What follows belongs to an exercise in optimizing a design on an open flow for small area; a production flow would make more cautious choices. Function was checked by simulation only, so behaviour that the tests miss may differ from the original.

==> inputs of run C <==
==> flow/design.v (excerpt) <==
module operand_fetch_top (
  input  logic                clk,
  input  logic                reset,
  input  logic                inst_valid,
  input  opf_pkg::inst_t      inst,
  input  logic                gpr_we,
  input  opf_pkg::reg_index_t gpr_waddr,
  input  opf_pkg::word_t      gpr_wdata,
  input  logic                spr_we,
  input  opf_pkg::spr_num_t   spr_wnum,
  input  opf_pkg::word_t      spr_wdata,
  output logic                ops_valid,
  output logic                op_cin,
  output logic                op_so,
  output opf_pkg::word_t      op_a,
  output opf_pkg::word_t      op_b,
  output opf_pkg::word_t      op_c
);
==> module rf_and3, before the edit <==
module rf_and3 (
  input  logic a,
  input  logic b,
  input  logic c,
  output logic y
);
  assign y = a & b & c;
endmodule
==> module operand_fetch, before the edit <==
module operand_fetch (
  input  opf_pkg::inst_t       ir,
  input  logic [32-1:0] gpr_v,
  input  logic                 xer_v,
  input  logic                 ctr_v,
  input  logic                 lnk_v,
  input  logic                 xer_ca,
  output logic [32-1:0] sel_a,
  output logic [32+2:0] sel_b,
  output logic [32-1:0] sel_c,
  output logic                 imm_lo,
  output logic                 imm_hi,
  output logic                 fill_lo,
  output logic                 fill_hi,
  output logic                 c_sign,
  output logic                 next_cin
);
  opf_pkg::opcode_t    opcode;
  opf_pkg::xo_t        xo;
  opf_pkg::reg_index_t ra, rb, rt;
  opf_pkg::spr_num_t   spr;
  logic                sext, shift, zext;
  logic                is_xo_group;
  logic                xo_subf, xo_neg, xo_adde, xo_addze, xo_addme;
  logic                xo_cmp, xo_cmpl, xo_sraw, xo_mfspr, xo_lwzx;
  logic                ra_zero_form, b_from_gpr;
  function automatic logic xo_arith(input logic [10-1:0] val,
                                   input logic [10-1:0] code);
    xo_arith = val[10-2:0] == code[10-2:0];
  endfunction
  assign opcode      = opf_pkg::get_opcode(ir);
  assign xo          = opf_pkg::get_xo(ir);
  assign ra          = opf_pkg::get_ra(ir);
  assign rb          = opf_pkg::get_rb(ir);
  assign rt          = opf_pkg::get_rt(ir);
  assign spr         = opf_pkg::get_spr(ir);
  assign is_xo_group = opcode == 6'd31;
  assign xo_subf  = is_xo_group && xo_arith(xo, 10'd40);
  assign xo_neg   = is_xo_group && xo_arith(xo, 10'd104);
  assign xo_adde  = is_xo_group && xo_arith(xo, 10'd138);
  assign xo_addze = is_xo_group && xo_arith(xo, 10'd202);
  assign xo_addme = is_xo_group && xo_arith(xo, 10'd234);
  assign xo_cmp   = is_xo_group && xo == 10'd0;
  assign xo_cmpl  = is_xo_group && xo == 10'd32;
  assign xo_sraw  = is_xo_group && (xo == 10'd792 || xo == 10'd824);
  assign xo_mfspr = is_xo_group && xo == 10'd339;
  assign xo_lwzx  = is_xo_group && xo == 10'd23;
  assign ra_zero_form = opcode == 6'd14 || opcode == 6'd15 ||
                        opcode == 6'd32 || opcode == 6'd36 || xo_lwzx;
  immediate_extract u_imm (
    .inst  (ir),
    .sext  (sext),
    .shift (shift),
    .zext  (zext)
  );
  assign b_from_gpr = !xo_mfspr && !xo_neg && !xo_addze && !xo_addme && !sext && !shift && !zext;
  assign imm_lo     = sext || zext;
  assign imm_hi     = shift;
  assign fill_lo    = xo_addme;
  assign fill_hi    = xo_addme || (sext && ir[16-1]);
  logic [3:0] hi_a, hi_b, hi_c;
  logic [7:0] lo_a, lo_b, lo_c;
  logic [32-1:0] v_a;
  always_comb begin
    for (int k = 0; k < 4; k++) begin
      hi_a[k] = ra[4:3] == k;
      hi_b[k] = rb[4:3] == k && b_from_gpr;
      hi_c[k] = rt[4:3] == k && !xo_sraw;
    end
    for (int m = 0; m < 8; m++) begin
      lo_a[m] = ra[2:0] == m;
      lo_b[m] = rb[2:0] == m;
      lo_c[m] = rt[2:0] == m;
    end
    v_a    = gpr_v;
    v_a[0] = gpr_v[0] && !ra_zero_form;
  end
  for (genvar i = 0; i < 32; i++) begin : g_sel
    rf_and3 u_sel_a (.a(hi_a[i / 8]), .b(lo_a[i % 8]), .c(v_a[i]),   .y(sel_a[i]));
    rf_and3 u_sel_b (.a(hi_b[i / 8]), .b(lo_b[i % 8]), .c(gpr_v[i]), .y(sel_b[i]));
    rf_and3 u_sel_c (.a(hi_c[i / 8]), .b(lo_c[i % 8]), .c(gpr_v[i]), .y(sel_c[i]));
  end
  assign sel_b[32]   = xo_mfspr && spr == 10'd1 && xer_v;
  assign sel_b[32+1] = xo_mfspr && spr == 10'd9 && ctr_v;
  assign sel_b[32+2] = xo_mfspr && spr == 10'd8 && lnk_v;
  assign c_sign = xo_sraw;
  always_comb begin
    case (opcode)
      6'd11, 6'd10, 6'd8:
        next_cin = 1'b1;
      6'd31:
        if (xo_subf || xo_cmp || xo_cmpl || xo_neg) begin
          next_cin = 1'b1;
        end else if (xo_adde || xo_addme || xo_addze) begin
          next_cin = xer_ca;
        end else begin
          next_cin = 1'b0;
        end
      default:
        next_cin = 1'b0;
    endcase
  end
endmodule
==> flow/config.mk <==
export PLATFORM = sky130hd
export DESIGN_NAME = operand_fetch_top
export DESIGN_NICKNAME = operand_fetch_top
export VERILOG_FILES = /design/flow/design.v
export SDC_FILE = /design/flow/constraint.sdc
export NUM_CORES = 4
export LEC_CHECK = 0
export CAP_MARGIN = 20
export CELL_PAD_IN_SITES_DETAIL_PLACEMENT = 1
export CELL_PAD_IN_SITES_GLOBAL_PLACEMENT = 2
export CORE_MARGIN = 2
export CORE_UTILIZATION = 45
export PLACE_DENSITY = 0.55
export SLEW_MARGIN = 20
export SYNTH_HIERARCHICAL = 1
==> flow/constraint.sdc <==
create_clock -name core_clock -period 5.0 [get_ports {clk}]
set_input_delay 1.0000 -clock core_clock [delete_from_list [all_inputs] [get_ports {clk}]]
set_output_delay 1.0000 -clock core_clock [all_outputs]
set_load 0.01 [all_outputs]
standard.sh (not shown) runs the stock make flow with config.mk's settings and CLKGATE_MAP_FILE= SYNTH_SCRIPT=/design/flow/synth_recipe.tcl, a recipe that flattens the netlist after the stock synthesis.
==> flow/flow/run.sh <==
#!/bin/bash
# The standard layout (the standard.sh: standard synthesis, floorplan, place, CTS, route),
# with two changes that only pick cells:
#  - the port buffers are buf_1 instead of the flow's default pick;
#  - CTS builds the tree from clkbuf_8/clkbuf_16 in sink clusters of at most 24 and adds no dummy
#    loads.
# The make output goes to standard.log here; ORFS writes each step's log under orfs/logs/.
set -euo pipefail
export BUFFER_PORTS_ARGS="-buffer_cell sky130_fd_sc_hd__buf_1"
export CTS_ARGS="-sink_clustering_enable -repair_clock_nets -dont_use_dummy_load -buf_list {sky130_fd_sc_hd__clkbuf_8 sky130_fd_sc_hd__clkbuf_16} -sink_clustering_size 24 -sink_clustering_max_diameter 70"
bash standard.sh > standard.log 2>&1
==> run E (differences from run C) <==
--- a/flow/design.v
+++ b/flow/design.v
@@ -30,12 +30,4 @@
 endpackage
 `timescale 1ns/10ps
-module rf_and3 (
-  input  logic a,
-  input  logic b,
-  input  logic c,
-  output logic y
-);
-  assign y = a & b & c;
-endmodule
 module rf_aoi3 (
   input  logic [2:0] s,
@@ -155,29 +147,14 @@
   assign fill_lo    = xo_addme;
   assign fill_hi    = xo_addme || (sext && ir[16-1]);
-  logic [3:0] hi_a, hi_b, hi_c;
-  logic [7:0] lo_a, lo_b, lo_c;
-  logic [32-1:0] v_a;
   always_comb begin
-    for (int k = 0; k < 4; k++) begin
-      hi_a[k] = ra[4:3] == k;
-      hi_b[k] = rb[4:3] == k && b_from_gpr;
-      hi_c[k] = rt[4:3] == k && !xo_sraw;
+    for (int i = 0; i < 32; i++) begin
+      sel_a[i] = gpr_v[i] && ra == i && !(ra_zero_form && i == 0);
+      sel_b[i] = gpr_v[i] && rb == i && b_from_gpr;
+      sel_c[i] = gpr_v[i] && rt == i && !xo_sraw;
     end
-    for (int m = 0; m < 8; m++) begin
-      lo_a[m] = ra[2:0] == m;
-      lo_b[m] = rb[2:0] == m;
-      lo_c[m] = rt[2:0] == m;
-    end
-    v_a    = gpr_v;
-    v_a[0] = gpr_v[0] && !ra_zero_form;
-  end
-  for (genvar i = 0; i < 32; i++) begin : g_sel
-    rf_and3 u_sel_a (.a(hi_a[i / 8]), .b(lo_a[i % 8]), .c(v_a[i]),   .y(sel_a[i]));
-    rf_and3 u_sel_b (.a(hi_b[i / 8]), .b(lo_b[i % 8]), .c(gpr_v[i]), .y(sel_b[i]));
-    rf_and3 u_sel_c (.a(hi_c[i / 8]), .b(lo_c[i % 8]), .c(gpr_v[i]), .y(sel_c[i]));
+    sel_b[32]   = xo_mfspr && spr == 10'd1 && xer_v;
+    sel_b[32+1] = xo_mfspr && spr == 10'd9 && ctr_v;
+    sel_b[32+2] = xo_mfspr && spr == 10'd8 && lnk_v;
   end
-  assign sel_b[32]   = xo_mfspr && spr == 10'd1 && xer_v;
-  assign sel_b[32+1] = xo_mfspr && spr == 10'd9 && ctr_v;
-  assign sel_b[32+2] = xo_mfspr && spr == 10'd8 && lnk_v;
   assign c_sign = xo_sraw;
   always_comb begin
==> flow/run.sh (new file) <==
#!/bin/bash
# synth_recipe.tcl (not shown) runs the flow's synth.tcl, then flattens the netlist and writes it again
# the make line also repeats each setting of config.mk as NAME=value (left out here)
make -C /OpenROAD-flow-scripts/flow DESIGN_CONFIG=/design/flow/config.mk WORK_HOME=/design/flow/orfs CLKGATE_MAP_FILE= SYNTH_SCRIPT=/design/flow/synth_recipe.tcl finish
--- a/flow/config.mk
+++ b/flow/config.mk
@@ -10,6 +10,6 @@
 export CELL_PAD_IN_SITES_GLOBAL_PLACEMENT = 2
 export CORE_MARGIN = 2
-export CORE_UTILIZATION = 45
-export PLACE_DENSITY = 0.55
+export CORE_UTILIZATION = 30
+export PLACE_DENSITY = 0.4
 export SLEW_MARGIN = 20
 export SYNTH_HIERARCHICAL = 1
removed: flow/flow/run.sh
removed: flow/standard.sh
==> metrics.json <==
{
  "mostFrequentLayoutCells": "1120 x sky130_fd_sc_hd__edfxtp_1, 1056 x sky130_fd_sc_hd__a222oi_1, 197 x sky130_fd_sc_hd__buf_1, 194 x sky130_fd_sc_hd__nand4_1, 193 x sky130_fd_sc_hd__buf_4",
  "via_density_per_instance": 8.98,
  "postLayoutSetupSlackWorst_ns": 0.457,
  "initial_core_util": 0.453,
  "run_status": "complete, no violations",
  "cts_buffers": 88,
  "grt_use_met2": 0.661,
  "clock-skew-final_ns": 0.0531,
  "p_clk_frac": 0.326
}
[end of results for run C]
==> metrics.json <==
{
  "mostFrequentLayoutCells": "1120 x sky130_fd_sc_hd__edfxtp_1, 1056 x sky130_fd_sc_hd__a222oi_1, 216 x sky130_fd_sc_hd__nand4_1, 188 x sky130_fd_sc_hd__clkdlybuf4s50_1, 165 x sky130_fd_sc_hd__clkbuf_16",
  "run_status": "complete, no violations",
  "cts_buffers": 154,
  "grt_use_met2": 0.543
}
[end of results for run E]

==> re-timing with driven ports <==
Ports are ideal in the flow. The routed layouts listed here were re-timed in OpenROAD. Step 1 sets driving cells, clkbuf_16 on the clock port and buf_2 on the other inputs (assumed; they add their load-dependent delay and slew). Step 2 times the ports against the registers' clock, not the clock port: input delays grow and output delays shrink by t, the midpoint of the rising clock arrivals with the driver on. Slacks: ideal ports / drivers / drivers and shift; pairs: ideal ports / drivers.
run | t, ns | slack for setup (ns) | latest minus earliest clock arrival (ns)
run C | 0.767 | 0.457 / 0.457 / 0.457 | 0.068 / 0.068
run E | 0.912 | 0.342 / 0.342 / 0.342 | 0.036 / 0.036
After both steps every run listed still meets setup and hold.
